This is an optimization exercise on Yosys and OpenROAD, whose aim is small area, a short achievable clock period and few clock cycles per item, not a production implementation. In this exercise RTL edits were held to simulation tests only and were not proved equivalent to the original. Power and IR drop assume default switching activity.

==> flow/design.v (excerpt) <==
module cov_top
#(
    parameter int NUM_SAMPLES = 8
) (
    input  logic        clk,
    input  logic        arst_n,
    input  logic [33:0] in_cmd,      
    input  logic        in_valid,
    output logic        in_ready,
    output logic [63:0] out_res,     
    output logic        out_valid,
    input  logic        out_ready,
    output logic        bad_cmd      
);
Settings: LEC_CHECK=0, ABC_AREA=1, CAP_MARGIN=20, CORE_MARGIN=2, CORE_UTILIZATION=60, CTS_BUF_LIST=sky130_fd_sc_hd__clkbuf_8, CTS_CLUSTER_SIZE=30, SETUP_SLACK_MARGIN=4.8, SLEW_MARGIN=20, SYNTH_HIERARCHICAL=1; clock period 8.0 ns.
standard.sh (not shown) runs the stock make flow with config.mk's settings and CLKGATE_MAP_FILE= SYNTH_SCRIPT=/design/flow/synth_recipe.tcl, a recipe that flattens the netlist after the stock synthesis.
==> flow/flow/run.sh <==
#!/bin/bash
# The standard layout, with plain buffers (sky130_fd_sc_hd__buf_2) on the
# ports instead of the delay cells buffer_ports picks by itself.
set -euo pipefail
export BUFFER_PORTS_ARGS="-buffer_cell sky130_fd_sc_hd__buf_2"
bash standard.sh > standard.log 2>&1
The baseline finished clean.
Testbench counts at the start, summed over its fixed seeds: cycles 2,768, results 320.
Rerun with:
Settings changed: CTS_BUF_LIST sky130_fd_sc_hd__clkbuf_8 to unset, CTS_CLUSTER_SIZE 30 to unset, SETUP_SLACK_MARGIN 4.8 to 4.7.
The changed run passed the timing, DRC and antenna checks. Utilization is lower by 0.45 points. Worst setup slack loses 0.058 ns. Wire length fell by 1.8%.
Rerun with:
==> flow/run.sh (new file) <==
#!/bin/bash
# synth_recipe.tcl (not shown) runs the flow's synth.tcl, then flattens the netlist and writes it again
# the make line also repeats each setting of config.mk as NAME=value (left out here)
make -C /OpenROAD-flow-scripts/flow DESIGN_CONFIG=/design/flow/config.mk WORK_HOME=/design/flow/orfs CLKGATE_MAP_FILE= SYNTH_SCRIPT=/design/flow/synth_recipe.tcl finish
Settings changed: SETUP_SLACK_MARGIN 4.7 to 5.0.
removed: flow/flow/run.sh
removed: flow/standard.sh
Power came out higher by 11%.
Final area came out higher by 11%.
Die area does not change.
Synthesized cell count stays the same.
Rerun with:
==> flow/flow/run.sh (new file) <==
#!/bin/bash
# The standard layout, with plain buffers (sky130_fd_sc_hd__buf_2) on the
# ports instead of the delay cells buffer_ports picks by itself.
set -euo pipefail
export BUFFER_PORTS_ARGS="-buffer_cell sky130_fd_sc_hd__buf_2"
bash standard.sh > standard.log 2>&1
==> flow/standard.sh (new file) <==
#!/bin/bash
# synth_recipe.tcl (not shown) runs the flow's synth.tcl, then flattens the netlist and writes it again
# the make line also repeats each setting of config.mk as NAME=value (left out here)
make -C /OpenROAD-flow-scripts/flow DESIGN_CONFIG=/design/flow/config.mk WORK_HOME=/design/flow/orfs CLKGATE_MAP_FILE= SYNTH_SCRIPT=/design/flow/synth_recipe.tcl "${@:-finish}"
Settings changed: SETUP_SLACK_MARGIN 5.0 to 4.8.
removed: flow/run.sh
Result: Setup slack gains 0.035 ns. Power fell by a little under a tenth. Synthesized area does not change. Register-to-register slack gains 0.03 ns. Sequential share of layout area rose by 1.9 points. Sequential power rose by a few percent. Clock skew fell by 0.0043 ns. Final cell count fell by a few percent. Cell area fell by a little under a tenth. Worst hold slack barely changes.

========
Setup of run 1:
Starting RTL as in the previous note.
Settings: LEC_CHECK=0, ABC_AREA=1, CAP_MARGIN=20, CORE_MARGIN=2, CORE_UTILIZATION=60, CTS_BUF_LIST=sky130_fd_sc_hd__clkbuf_8, SETUP_SLACK_MARGIN=4.8, SLEW_MARGIN=20, SYNTH_HIERARCHICAL=1; clock period 8.0 ns.
==> flow/flow/run.sh <==
#!/bin/bash
# The standard layout, with plain buffers (sky130_fd_sc_hd__buf_1) on the
# ports instead of the delay cells buffer_ports picks by itself.
set -euo pipefail
export BUFFER_PORTS_ARGS="-buffer_cell sky130_fd_sc_hd__buf_1"
bash standard.sh > standard.log 2>&1
Testbench counts of run 1, summed over its fixed seeds: cycles 2,768, results 320.
#### Input delta (run 2 over run 1)
- a change of CAP_MARGIN from 20 to 5
- a change of SLEW_MARGIN from 20 to 5
==> flow/flow/run.sh <==
#!/bin/bash
# The standard layout, with plain buffers (sky130_fd_sc_hd__buf_2) on the
# ports instead of the delay cells buffer_ports picks by itself.
set -euo pipefail
export BUFFER_PORTS_ARGS="-buffer_cell sky130_fd_sc_hd__buf_2"
bash standard.sh > standard.log 2>&1
### Flow results
Final-layout non-clock buffer area share (higher): run 2. | relative slew slack | run 2 vs run 1 | better |. Diff run 1..run 2 | worst setup slack | negligible. Taking run 1 as the reference, in run 2 clock buffer instance count of the final layout now sits lower, worst-case setup slack after placement now sits lower, fraction of layout instances using a drive strength above 1 now sits higher. Changes observed in run 2 relative to run 1: total stage count of the critical path fell 8; overall power consumption rose about 0.6%; worst hold-check slack rose 0.0077 ns; highest clock rate about even. Re design area: run 2 is about 0.8% up on run 1.
Relative to run 2, the following input files were edited for run 3:
- PLACE_DENSITY newly set to 0.8
- SLEW_MARGIN changed from 5 to 20
- CAP_MARGIN changed from 5 to 20
Notes after the runs:
Both conditions hold for run 3: the flow ran to the end and the final layout passed the timing, DRC and antenna checks. As far as total non-filler cell area in the finished layout is concerned, run 3 and run 2 perform about the same. [compare] base=run 2 new=run 3: data arrival time at the worst-slack endpoint closely matched the old numbers; layout-stage area growth over the synthesis result closely matched the old numbers; setup slack decreased by 0.054 ns relative to the old numbers. On core utilization, run 2 and run 3 are neck and neck. Fmax, run 2 and run 3: higher on run 2. The critical path startpoint comes out i_decode.s_two[5] in one run and i_decode.s_dx[0] in the other, namely in run 2 and run 3 respectively. Cmp run 2 and run 3 / relative contribution of combinational cells to total power / lower: run 2. Changes observed in run 3 relative to run 2: global routing usage summed across all routing layers now smaller, area of combinational cells with multiple inputs held steady, required time reported for the critical path endpoint now sits lower.
The following lists how run 4 was set up differently from run 3:
- SETUP_SLACK_MARGIN now 4.9, was 4.8
- PLACE_DENSITY no longer set, was 0.8
Results
- The lower post-route minimum period of run 4 and run 3 is in run 4.
- Against run 3, run 4 comes in about 20% lower on routed length on met3.
- Utilization for run 4: 1.1 points up relative to run 3
- Run 3 has completed all stages; timing, DRC and antenna checks passed.
- Run 4 ended with every stage complete and zero timing, DRC or antenna violations.
- In the tables for run 4 and run 3, power reads lower with run 3.
- There was hardly any difference in setup TNS between run 4 and run 3.
- Sort run 4 and run 3 by overall routing resource usage asc -> top: run 3
Relative to run 4, the following input files were edited for run 5:
- SETUP_SLACK_MARGIN now 4.8, was 4.9
- CTS_BUF_LIST no longer set, was sky130_fd_sc_hd__clkbuf_8
==> flow/run.sh (new file) <==
#!/bin/bash
# synth_recipe.tcl (not shown) runs the flow's synth.tcl, then flattens the netlist and writes it again
# the make line also repeats each setting of config.mk as NAME=value (left out here)
make -C /OpenROAD-flow-scripts/flow DESIGN_CONFIG=/design/flow/config.mk WORK_HOME=/design/flow/orfs CLKGATE_MAP_FILE= SYNTH_SCRIPT=/design/flow/synth_recipe.tcl finish
removed: flow/flow/run.sh
removed: flow/standard.sh
### Flow results
Per the final summary, run 5 finished and its layout is clean on timing, DRC and antenna. From run 4 to run 5 the numbers moved as follows: cell area now larger; total of clock buffers placed in the layout now larger; sequential fraction of total cell area now smaller.

========
cov_top again, from the RTL that the note above started with.
Settings: LEC_CHECK=0, ABC_AREA=0, CAP_MARGIN=20, CORE_MARGIN=2, CORE_UTILIZATION=60, CTS_BUF_LIST=sky130_fd_sc_hd__clkbuf_8, SETUP_SLACK_MARGIN=4.8, SLEW_MARGIN=20, SYNTH_HIERARCHICAL=1; clock period 8.0 ns.
==> flow/flow/run.sh <==
#!/bin/bash
# The standard layout, with plain buffers (sky130_fd_sc_hd__buf_2) on the
# ports instead of the delay cells buffer_ports picks by itself.
set -euo pipefail
export BUFFER_PORTS_ARGS="-buffer_cell sky130_fd_sc_hd__buf_2"
bash standard.sh > standard.log 2>&1
Testbench counts at the start, summed over its fixed seeds: cycles 2,768, results 320.
Next try:
==> flow/run.sh (new file) <==
#!/bin/bash
# synth_recipe.tcl (not shown) runs the flow's synth.tcl, then flattens the netlist and writes it again
# the make line also repeats each setting of config.mk as NAME=value (left out here)
make -C /OpenROAD-flow-scripts/flow DESIGN_CONFIG=/design/flow/config.mk WORK_HOME=/design/flow/orfs CLKGATE_MAP_FILE= SYNTH_SCRIPT=/design/flow/synth_recipe.tcl finish
Settings changed: ABC_AREA 0 to 1, CTS_BUF_LIST sky130_fd_sc_hd__clkbuf_8 to default, SETUP_SLACK_MARGIN 4.8 to 4.5.
removed: flow/flow/run.sh
removed: flow/standard.sh
Synthesized area rose by 3.4%.
Clock skew fell by 0.0065 ns.
Worst setup slack got worse by 0.12 ns.
Total power rose by 1.5%.
Cell count rose by 32%.
Clock-buffer cell count rose by 2.
Non-clock buffer count fell by 75.

==> what the ideal ports hide <==
In the flow no input, the clock included, has a driving cell. The finished layouts below were timed again as built, in two steps.
Step 1 assumes that a clkbuf_16 drives the clock port and a buf_2 every other input.
Step 2, shift: input delay + t, output delay - t, t = (earliest + latest rising clock arrival at the registers) / 2. This alone moves slack from input paths to output paths.
a / b / c = no drivers / after step 1 / after step 2; a / b = the first two.
| run | t (ns) | setup slack, ns | latest minus earliest clock arrival (ns) | worst register clock-pin slew, ns | cell pins on the clock port's net |
|---|---|---|---|---|---|
| the first run of note 1 | 0.557 | 4.870 / 4.870 / 4.527 | 0.015 / 0.016 | 0.10 / 0.10 | 1 |
| the second run of note 1 | 0.498 | 4.812 / 4.812 / 4.467 | 0.013 / 0.013 | 0.08 / 0.08 | 1 |
| the third run of note 1 | 0.508 | 4.812 / 4.812 / 4.583 | 0.013 / 0.014 | 0.08 / 0.08 | 1 |
| the fourth run of note 1 | 0.502 | 4.847 / 4.847 / 4.526 | 0.009 / 0.010 | 0.07 / 0.07 | 1 |
| run 1 | 0.541 | 4.849 / 4.849 / 4.418 | 0.017 / 0.016 | 0.10 / 0.10 | 1 |
| run 2 | 0.556 | 4.848 / 4.848 / 4.527 | 0.016 / 0.016 | 0.10 / 0.10 | 1 |
| run 3 | 0.504 | 4.794 / 4.794 / 4.550 | 0.021 / 0.022 | 0.11 / 0.11 | 1 |
| run 4 | 0.551 | 4.835 / 4.835 / 4.535 | 0.024 / 0.024 | 0.11 / 0.11 | 1 |
| run 5 | 0.510 | 4.820 / 4.764 / 4.483 | 0.016 / 0.016 | 0.08 / 0.08 | 1 |
| the first run of note 3 | 0.548 | 4.737 / 4.737 / 4.309 | 0.018 / 0.018 | 0.11 / 0.11 | 1 |
| the second run of note 3 | 0.488 | 4.615 / 4.568 / 4.156 | 0.013 / 0.013 | 0.07 / 0.07 | 1 |
After both steps every run listed still meets setup and hold. The setup slack of the second run of note 3, which loses most, moves by -0.047 ns with the drivers and by -0.459 ns with both steps.
